This is an optimization exercise on Yosys and OpenROAD, whose aim is small area, not a production implementation. The RTL was checked by simulation tests, not by an equivalence proof against the original design. No driver is modelled on the clock port, so clocking that relies on it looks cheaper here than on a real chip. Power figures rest on the tool's default switching activity, not on a simulated workload.

==> fjord: inputs <==
==> flow/design.v <==
package occf_sink_pkg;
  typedef enum logic [1:0] {S_IDLE, S_IN_FRAME, S_TRUNC} t_occf_state;
  function automatic integer c_OCCF_SEL_WIDTH(input integer dw);
    c_OCCF_SEL_WIDTH = dw / 8;
  endfunction
  function automatic integer f_count_width(input integer n);
    f_count_width = $clog2(n + 1);
  endfunction
  function automatic integer f_ptr_width(input integer depth);
    f_ptr_width = depth > 1 ? $clog2(depth) : 1;
  endfunction
endpackage
module occf_sync_fifo
#(
  parameter int g_WIDTH = 8,
  parameter int g_DEPTH = 8,
  parameter int g_WITH_FIFO_INFERRED = 1
) (
  input  logic                   clk_i,
  input  logic [g_DEPTH-1:0]     we_i,
  input  logic [g_WIDTH-1:0]     wdata_i,
  input  logic [g_DEPTH-1:0]     rsel_i,
  output logic [g_WIDTH-1:0]     rdata_o
);
  logic [g_WIDTH-1:0] regs [g_DEPTH];
  always_ff @(posedge clk_i)
    for (int k = 0; k < g_DEPTH; k++) if (we_i[k]) regs[k] <= wdata_i;
  always_comb begin
    rdata_o = '0;
    for (int k = 0; k < g_DEPTH; k++) rdata_o = rdata_o | (regs[k] & {g_WIDTH{rsel_i[k]}});
  end
endmodule
module wb_occf_sink_gen
#(
  parameter int g_DATA_WIDTH = 128,
  parameter int g_ADDR_WIDTH = 4,
  parameter int g_FIFO_DEPTH = 8,
  parameter int g_STALL_MARGIN = 2,
  parameter int g_MAX_FRAME_WORDS = 1024,
  parameter int g_WITH_FIFO_INFERRED = 1
) (
  input  logic                                          clk_i,
  input  logic                                          rst_i,
  input  logic [g_DATA_WIDTH-1:0]                       snk_dat_i,
  input  logic [g_ADDR_WIDTH-1:0]                       snk_adr_i,
  input  logic [g_DATA_WIDTH/8-1:0]                     snk_sel_i,
  input  logic                                          snk_cyc_i,
  input  logic                                          snk_stb_i,
  input  logic                                          snk_we_i,
  output logic                                          snk_stall_o,
  output logic                                          snk_ack_o,
  output logic                                          snk_err_o,
  output logic                                          snk_rty_o,
  output logic [g_ADDR_WIDTH-1:0]                       addr_o,
  output logic [g_DATA_WIDTH-1:0]                       data_o,
  output logic [g_DATA_WIDTH/8-1:0]                     bytesel_o,
  output logic                                          dvalid_o,
  output logic                                          sof_o,
  output logic                                          eof_o,
  output logic                                          frame_err_o,
  output logic [occf_sink_pkg::f_count_width(g_MAX_FRAME_WORDS)-1:0]   frame_len_o,
  output logic [occf_sink_pkg::f_count_width(g_FIFO_DEPTH)-1:0]        fifo_level_o,
  input  logic                                          dreq_i
);
  localparam int SW = occf_sink_pkg::c_OCCF_SEL_WIDTH(g_DATA_WIDTH);
  localparam int LW = occf_sink_pkg::f_count_width(g_MAX_FRAME_WORDS);
  localparam int CW = $clog2(g_MAX_FRAME_WORDS);
  localparam int VW = occf_sink_pkg::f_count_width(g_FIFO_DEPTH);
  localparam int PW = occf_sink_pkg::f_ptr_width(g_FIFO_DEPTH);
  localparam int DW = SW + g_ADDR_WIDTH + g_DATA_WIDTH;
  localparam logic [VW-1:0] STALL_LVL = VW'(g_FIFO_DEPTH - g_STALL_MARGIN);
  localparam logic [CW-1:0] LAST_CNT = CW'(g_MAX_FRAME_WORDS - 1);
  logic trunc_q, hold_v_q, stall_q;
  logic [CW-1:0] cnt_q;
  logic [PW-1:0] tail_q;
  logic [g_FIFO_DEPTH-1:0] rd_oh_q;
  logic [VW-1:0] level_q;
  logic accept, err_ev, push, push_last, pop;
  logic [g_FIFO_DEPTH-1:0] eof_q, we, rsel;
  logic [DW-1:0] rd_word, out_q;
  assign snk_stall_o = stall_q | rst_i;
  assign snk_rty_o = 1'b0;
  assign fifo_level_o = level_q;
  assign accept = snk_cyc_i & snk_stb_i & snk_we_i & ~snk_stall_o & ~trunc_q;
  assign err_ev = snk_cyc_i & snk_stb_i & ~snk_stall_o & (~snk_we_i | trunc_q);
  assign push_last = hold_v_q & (trunc_q | ~snk_cyc_i);
  assign push = (accept & hold_v_q) | push_last;
  assign pop = dreq_i & (level_q != '0);
  always_ff @(posedge clk_i)
    if (rst_i) begin
      trunc_q <= 1'b0;
      hold_v_q <= 1'b0;
      cnt_q <= '0;
      stall_q <= 1'b1;
      snk_ack_o <= 1'b0;
      snk_err_o <= 1'b0;
      tail_q <= '0;
      rd_oh_q <= g_FIFO_DEPTH'(1);
      level_q <= '0;
    end else begin
      trunc_q <= snk_cyc_i & (trunc_q | (accept & cnt_q == LAST_CNT));
      hold_v_q <= accept | (hold_v_q & ~push);
      cnt_q <= !snk_cyc_i ? '0 : accept ? cnt_q + CW'(1) : cnt_q;
      stall_q <= level_q >= STALL_LVL;
      snk_ack_o <= accept;
      snk_err_o <= err_ev;
      tail_q <= tail_q + PW'(accept);
      if (pop) rd_oh_q <= {rd_oh_q[g_FIFO_DEPTH-2:0], rd_oh_q[g_FIFO_DEPTH-1]};
      level_q <= level_q + VW'(push) - VW'(pop);
    end
  logic [PW-1:0] held_slot;
  assign held_slot = tail_q - PW'(1);
  always_comb
    for (int k = 0; k < g_FIFO_DEPTH; k++) begin
      we[k] = accept & (tail_q == PW'(k));
      rsel[k] = ~rst_i & pop & rd_oh_q[k];
    end
  always_ff @(posedge clk_i)
    for (int k = 0; k < g_FIFO_DEPTH; k++)
      if (we[k]) eof_q[k] <= 1'b0;
      else if (push_last && held_slot == PW'(k)) eof_q[k] <= 1'b1;
  occf_sync_fifo #(
    .g_WIDTH(DW),
    .g_DEPTH(g_FIFO_DEPTH),
    .g_WITH_FIFO_INFERRED(g_WITH_FIFO_INFERRED)
  ) u_fifo (
    .clk_i(clk_i),
    .we_i(we),
    .wdata_i({snk_sel_i, snk_adr_i, snk_dat_i}),
    .rsel_i(rsel),
    .rdata_o(rd_word)
  );
  logic keep, rd_eof, first_q;
  logic [LW-1:0] ocnt_q;
  assign keep = ~rst_i & ~pop;
  assign rd_eof = |(eof_q & rsel);
  always_ff @(posedge clk_i) out_q <= rd_word | (out_q & {DW{keep}});
  assign {bytesel_o, addr_o, data_o} = out_q;
  always_ff @(posedge clk_i)
    if (rst_i) begin
      dvalid_o <= 1'b0;
      sof_o <= 1'b0;
      eof_o <= 1'b0;
      first_q <= 1'b1;
      ocnt_q <= '0;
    end else begin
      dvalid_o <= pop;
      sof_o <= pop & first_q;
      eof_o <= pop & rd_eof;
      if (pop) begin
        first_q <= rd_eof;
        ocnt_q <= first_q ? LW'(1) : ocnt_q + LW'(1);
      end
    end
  assign frame_len_o = eof_o ? ocnt_q : '0;
  assign frame_err_o = eof_o & ocnt_q[LW-1];
endmodule
==> flow/flow/run.sh <==
#!/bin/bash
# The standard ORFS layout with three changes:
#  - synthesis maps logic with an area-oriented ABC script (registers are untouched),
#  - ports get the smallest buffer, sky130_fd_sc_hd__buf_1,
#  - the clock tree uses larger sink clusters of small buffers and no dummy loads.
# ORFS writes each step's full log under orfs/logs; make's output goes to standard.log.
set -o pipefail
bash standard.sh \
  "SYNTH_SCRIPT=$PWD/flow/synth.tcl" \
  "FLOW_ABC_SCRIPT=$PWD/flow/abc_area.script" \
  "BUFFER_PORTS_ARGS=-buffer_cell sky130_fd_sc_hd__buf_1" \
  "CTS_ARGS=-sink_clustering_enable -repair_clock_nets -dont_use_dummy_load -sink_clustering_size 30 -sink_clustering_max_diameter 90 -buf_list {sky130_fd_sc_hd__clkbuf_8 sky130_fd_sc_hd__clkbuf_16}" \
  finish > standard.log 2>&1
==> flow/flow/abc_area.script <==
&get -n
&st
&syn2
&dch
&nf -a -R 2000 -C 32
&put
topo
==> flow/flow/synth.tcl <==
# The standard flow's synthesis script (synth_recipe.tcl) unchanged, except that ABC maps the logic with the
# area-oriented script flow/abc_area.script instead of ORFS's speed script.
proc synth {args} { yosys synth -nofsm -noshare {*}$args }
proc abc {args} {
  set i [lsearch -exact $args -script]
  if {$i >= 0} { lset args [expr {$i + 1}] $::env(FLOW_ABC_SCRIPT) }
  yosys abc {*}$args
}
source $::env(SCRIPTS_DIR)/synth.tcl
# left out here: clear keep_hierarchy, flatten, clean up, hide names made inside functions, write 1_2_yosys.v
==> flow/standard.sh <==
#!/bin/bash
# synth_recipe.tcl (not shown) runs the flow's synth.tcl, then flattens the netlist and writes it again
# the make line also repeats each setting of config.mk as NAME=value (left out here)
make -C /OpenROAD-flow-scripts/flow DESIGN_CONFIG=/design/flow/config.mk WORK_HOME=/design/flow/orfs CLKGATE_MAP_FILE= SYNTH_SCRIPT=/design/flow/synth_recipe.tcl "${@:-finish}"
==> flow/config.mk <==
export PLATFORM = sky130hd
export DESIGN_NAME = wb_occf_sink_gen
export DESIGN_NICKNAME = wb_occf_sink_gen
export VERILOG_FILES = /design/flow/design.v
export SDC_FILE = /design/flow/constraint.sdc
export NUM_CORES = 4
export LEC_CHECK = 0
export CAP_MARGIN = 10
export CORE_MARGIN = 2
export CORE_UTILIZATION = 80
export PLACE_DENSITY = 0.9
export SLEW_MARGIN = 10
==> flow/constraint.sdc <==
create_clock -name core_clock -period 5.0 [get_ports {clk_i}]
set_input_delay 1.0000 -clock core_clock [delete_from_list [all_inputs] [get_ports {clk_i}]]
set_output_delay 1.0000 -clock core_clock [all_outputs]
set_load 0.01 [all_outputs]
==> inputs of umber, as changes to fjord <==
==> flow/flow/run.sh (replaced) <==
#!/bin/bash
# The standard ORFS layout with these changes:
#  - synthesis maps logic with an area-oriented ABC script (registers are untouched),
#  - ports get the smallest buffer, sky130_fd_sc_hd__buf_1,
#  - the clock tree uses larger sink clusters and no dummy loads,
#  - after CTS, oversized data buffers and gates are sized down (flow/downsize.tcl).
# ORFS writes each step's full log under orfs/logs; make's output goes to standard.log.
set -o pipefail
bash standard.sh \
  "SYNTH_SCRIPT=$PWD/flow/synth.tcl" \
  "FLOW_ABC_SCRIPT=$PWD/flow/abc_area.script" \
  "BUFFER_PORTS_ARGS=-buffer_cell sky130_fd_sc_hd__buf_1" \
  "CTS_ARGS=-sink_clustering_enable -repair_clock_nets -dont_use_dummy_load -sink_clustering_size 30 -sink_clustering_max_diameter 90 -buf_list {sky130_fd_sc_hd__clkbuf_8 sky130_fd_sc_hd__clkbuf_16}" \
  "POST_CTS_TCL=$PWD/flow/downsize.tcl" \
  finish > standard.log 2>&1
==> flow/flow/downsize.tcl (new file) <==
# POST_CTS hook: size down data buffers and gates that repair made larger than their
# loads need. A smaller buffer is kept only if no pin's slew or capacitance comes closer than
# 30% to its limit (or than it was before) and setup slack stays above 0.5 ns.
set_propagated_clock [all_clocks]
estimate_parasitics -placement
set sizes {1 2 4 6 8 12 16}
proc ds_ratios {} {
  list [sta::max_slew_check_slack_limit] [sta::max_capacitance_check_slack_limit] [sta::worst_slack -max]
}
lassign [ds_ratios] s0 c0 w0
puts "downsize: before slew ratio $s0 cap ratio $c0 wns $w0"
set smin [expr {min($s0, 0.3)}]
set cmin [expr {min($c0, 0.3)}]
set changed 0
set saved 0.0
foreach inst [get_cells *] {
  set master [get_property $inst ref_name]
  if {![regexp {^(sky130_fd_sc_hd__[a-z0-9]+)_(\d+)$} $master -> base n]} continue
  if {$n <= 1} continue
  if {[regexp {__(clk|df|edf|sdf|dl|conb|tap|fill|decap|diode)} $base]} continue
  set name [get_property $inst full_name]
  if {[string match input* $name] || [string match output* $name]} continue
  set best $master
  foreach m {0 1 2 4 6 8 12 16} {
    if {$m >= $n} break
    set cand ${base}_$m
    if {[get_lib_cells -quiet */$cand] eq ""} continue
    replace_cell $inst $cand
    lassign [ds_ratios] s c w
    if {$s >= $smin && $c >= $cmin && $w >= 0.5} { set best $cand; break }
  }
  replace_cell $inst $best
  if {$best ne $master} {
    incr changed
    puts "downsize: $name $master -> $best"
  }
}
lassign [ds_ratios] s1 c1 w1
puts "downsize: $changed buffers; after slew ratio $s1 cap ratio $c1 wns $w1"
- CORE_UTILIZATION: 80 -> 75
- PLACE_DENSITY: 0.9 -> 0.8
==> inputs of lagoon, as changes to fjord <==
==> flow/flow/run.sh (replaced) <==
#!/bin/bash
# The standard ORFS layout with these changes:
#  - synthesis maps logic with an area-oriented ABC script (registers are untouched),
#  - ports get the smallest buffer, sky130_fd_sc_hd__buf_1,
#  - the clock tree uses larger sink clusters and no dummy loads,
#  - after CTS, oversized data buffers are sized down (flow/downsize.tcl),
#  - after global routing, gates on paths with slack to spare are sized down (RECOVER_POWER).
# ORFS writes each step's full log under orfs/logs; make's output goes to standard.log.
set -o pipefail
bash standard.sh \
  "SYNTH_SCRIPT=$PWD/flow/synth.tcl" \
  "FLOW_ABC_SCRIPT=$PWD/flow/abc_area.script" \
  "BUFFER_PORTS_ARGS=-buffer_cell sky130_fd_sc_hd__buf_1" \
  "CTS_ARGS=-sink_clustering_enable -repair_clock_nets -dont_use_dummy_load -sink_clustering_size 30 -sink_clustering_max_diameter 90 -buf_list {sky130_fd_sc_hd__clkbuf_8 sky130_fd_sc_hd__clkbuf_16}" \
  "RECOVER_POWER=100" \
  "POST_CTS_TCL=$PWD/flow/downsize.tcl" \
  finish > standard.log 2>&1
==> flow/flow/downsize.tcl (new file) <==
# POST_CTS hook: size down data buffers that placement repair made larger than their
# loads need. A smaller buffer is kept only if no pin's slew or capacitance comes closer than
# 30% to its limit (or than it was before) and setup slack stays above 0.5 ns.
set_propagated_clock [all_clocks]
estimate_parasitics -placement
set sizes {1 2 4 6 8 12 16}
proc ds_ratios {} {
  list [sta::max_slew_check_slack_limit] [sta::max_capacitance_check_slack_limit] [sta::worst_slack -max]
}
lassign [ds_ratios] s0 c0 w0
puts "downsize: before slew ratio $s0 cap ratio $c0 wns $w0"
set smin [expr {min($s0, 0.3)}]
set cmin [expr {min($c0, 0.3)}]
set changed 0
set saved 0.0
foreach inst [get_cells *] {
  set master [get_property $inst ref_name]
  if {![regexp {^sky130_fd_sc_hd__buf_(\d+)$} $master -> n]} continue
  if {$n <= 1} continue
  set name [get_property $inst full_name]
  if {[string match input* $name] || [string match output* $name]} continue
  set best $master
  foreach m $sizes {
    if {$m >= $n} break
    set cand sky130_fd_sc_hd__buf_$m
    replace_cell $inst $cand
    lassign [ds_ratios] s c w
    if {$s >= $smin && $c >= $cmin && $w >= 0.5} { set best $cand; break }
  }
  replace_cell $inst $best
  if {$best ne $master} {
    incr changed
    puts "downsize: $name $master -> $best"
  }
}
lassign [ds_ratios] s1 c1 w1
puts "downsize: $changed buffers; after slew ratio $s1 cap ratio $c1 wns $w1"
- CORE_UTILIZATION: 80 -> 75
- PLACE_DENSITY: 0.9 -> 0.8
==> parameters.txt <==
Parameter                              Value

Final layout
  Final-layout clock-cell area share ... 0.02581
  Final-layout non-clock buffer area share ... 0.04078

Global route
  Total global-route track usage ... 0.3951
  Pin count of the biggest net entering global routing ... 149

Detailed routing
  Routed wire length per instance ... 35.22 microns
  DR WL met3 ... 17580 microns

Run status
  Run status ... finished clean

Place
  Inst Count DP ... 3308
  Dpl ws ... 1.362 ns
# the run above: fjord

==> parameters.txt <==
Parameter                              Value

Place
  Inst Count DP ... 3332
  Dpl ws ... 1.087 ns

Final layout
  Final-layout non-clock buffer area share ... 0.03063

Run status
  Run status ... complete, but fails checks
  Fail Reasons ... max-capacitance violations, max-slew violations

Timing
  Slew Limit Fails ... 813

Global route
  Pin count of the biggest net entering global routing ... 133
  Total global-route track usage ... 0.3425

Run
  Maximum Capacitance Violations ... 15

Detailed routing
  DR WL met3 ... 13610 microns
  Routed wire length per instance ... 31.83 microns
# the run above: lagoon

==> parameters.txt <==
Parameter                              Value

Yosys
  Area share of and/or/nand/nor cells after synthesis ... 0.02848
  Mux share of post-synthesis cell area ... 0

Final layout
  Area overhead of the layout relative to synthesis ... 8.647%
  Final-layout non-clock buffer area share ... 0.03205
  Final-layout clock-cell area share ... 0.02606

Place
  Inst Count DP ... 3332

Global route
  Pin count of the biggest net entering global routing ... 133
  Total global-route track usage ... 0.3425

Power
  Share of total power in the clock network ... 0.244
  Final Power ... 20.05 mW
  Share of total power in sequential cells ... 0.662

Detailed routing
  DR WL met3 ... 13780 microns

Run status
  Run status ... finished clean

Timing
  Post-Route Hold Slack ... 0.4541 ns
  Setup Viol. Count Final ... 0

Die
  Horizontal die dimension ... 251.5 microns
# the run above: umber

==> static timing again, ports no longer ideal <==
Ports are ideal in the flow. The routed layouts listed here were re-timed in OpenROAD. Step 1: set_driving_cell puts a clkbuf_16 on clk_i and a buf_2 on each other input, an assumption about the parent block. Step 2 also shifts input and output timing later by t, the mid clock arrival at the registers, as if the neighbouring blocks saw the same clock. Three values: ideal, step 1, step 2; two values: the first two.
run | t, ns | setup WS [ns] | clock arrival spread, ns | worst register clock-pin slew, ns
fjord | 0.680 | 1.503 / 1.503 / 1.184 | 0.065 / 0.065 | 0.11 / 0.11
umber | 0.689 | 1.022 / 1.068 / 0.380 | 0.051 / 0.051 | 0.11 / 0.11
lagoon | 0.689 | 0.621 / 0.663 / -0.021 | 0.051 / 0.051 | 0.11 / 0.11
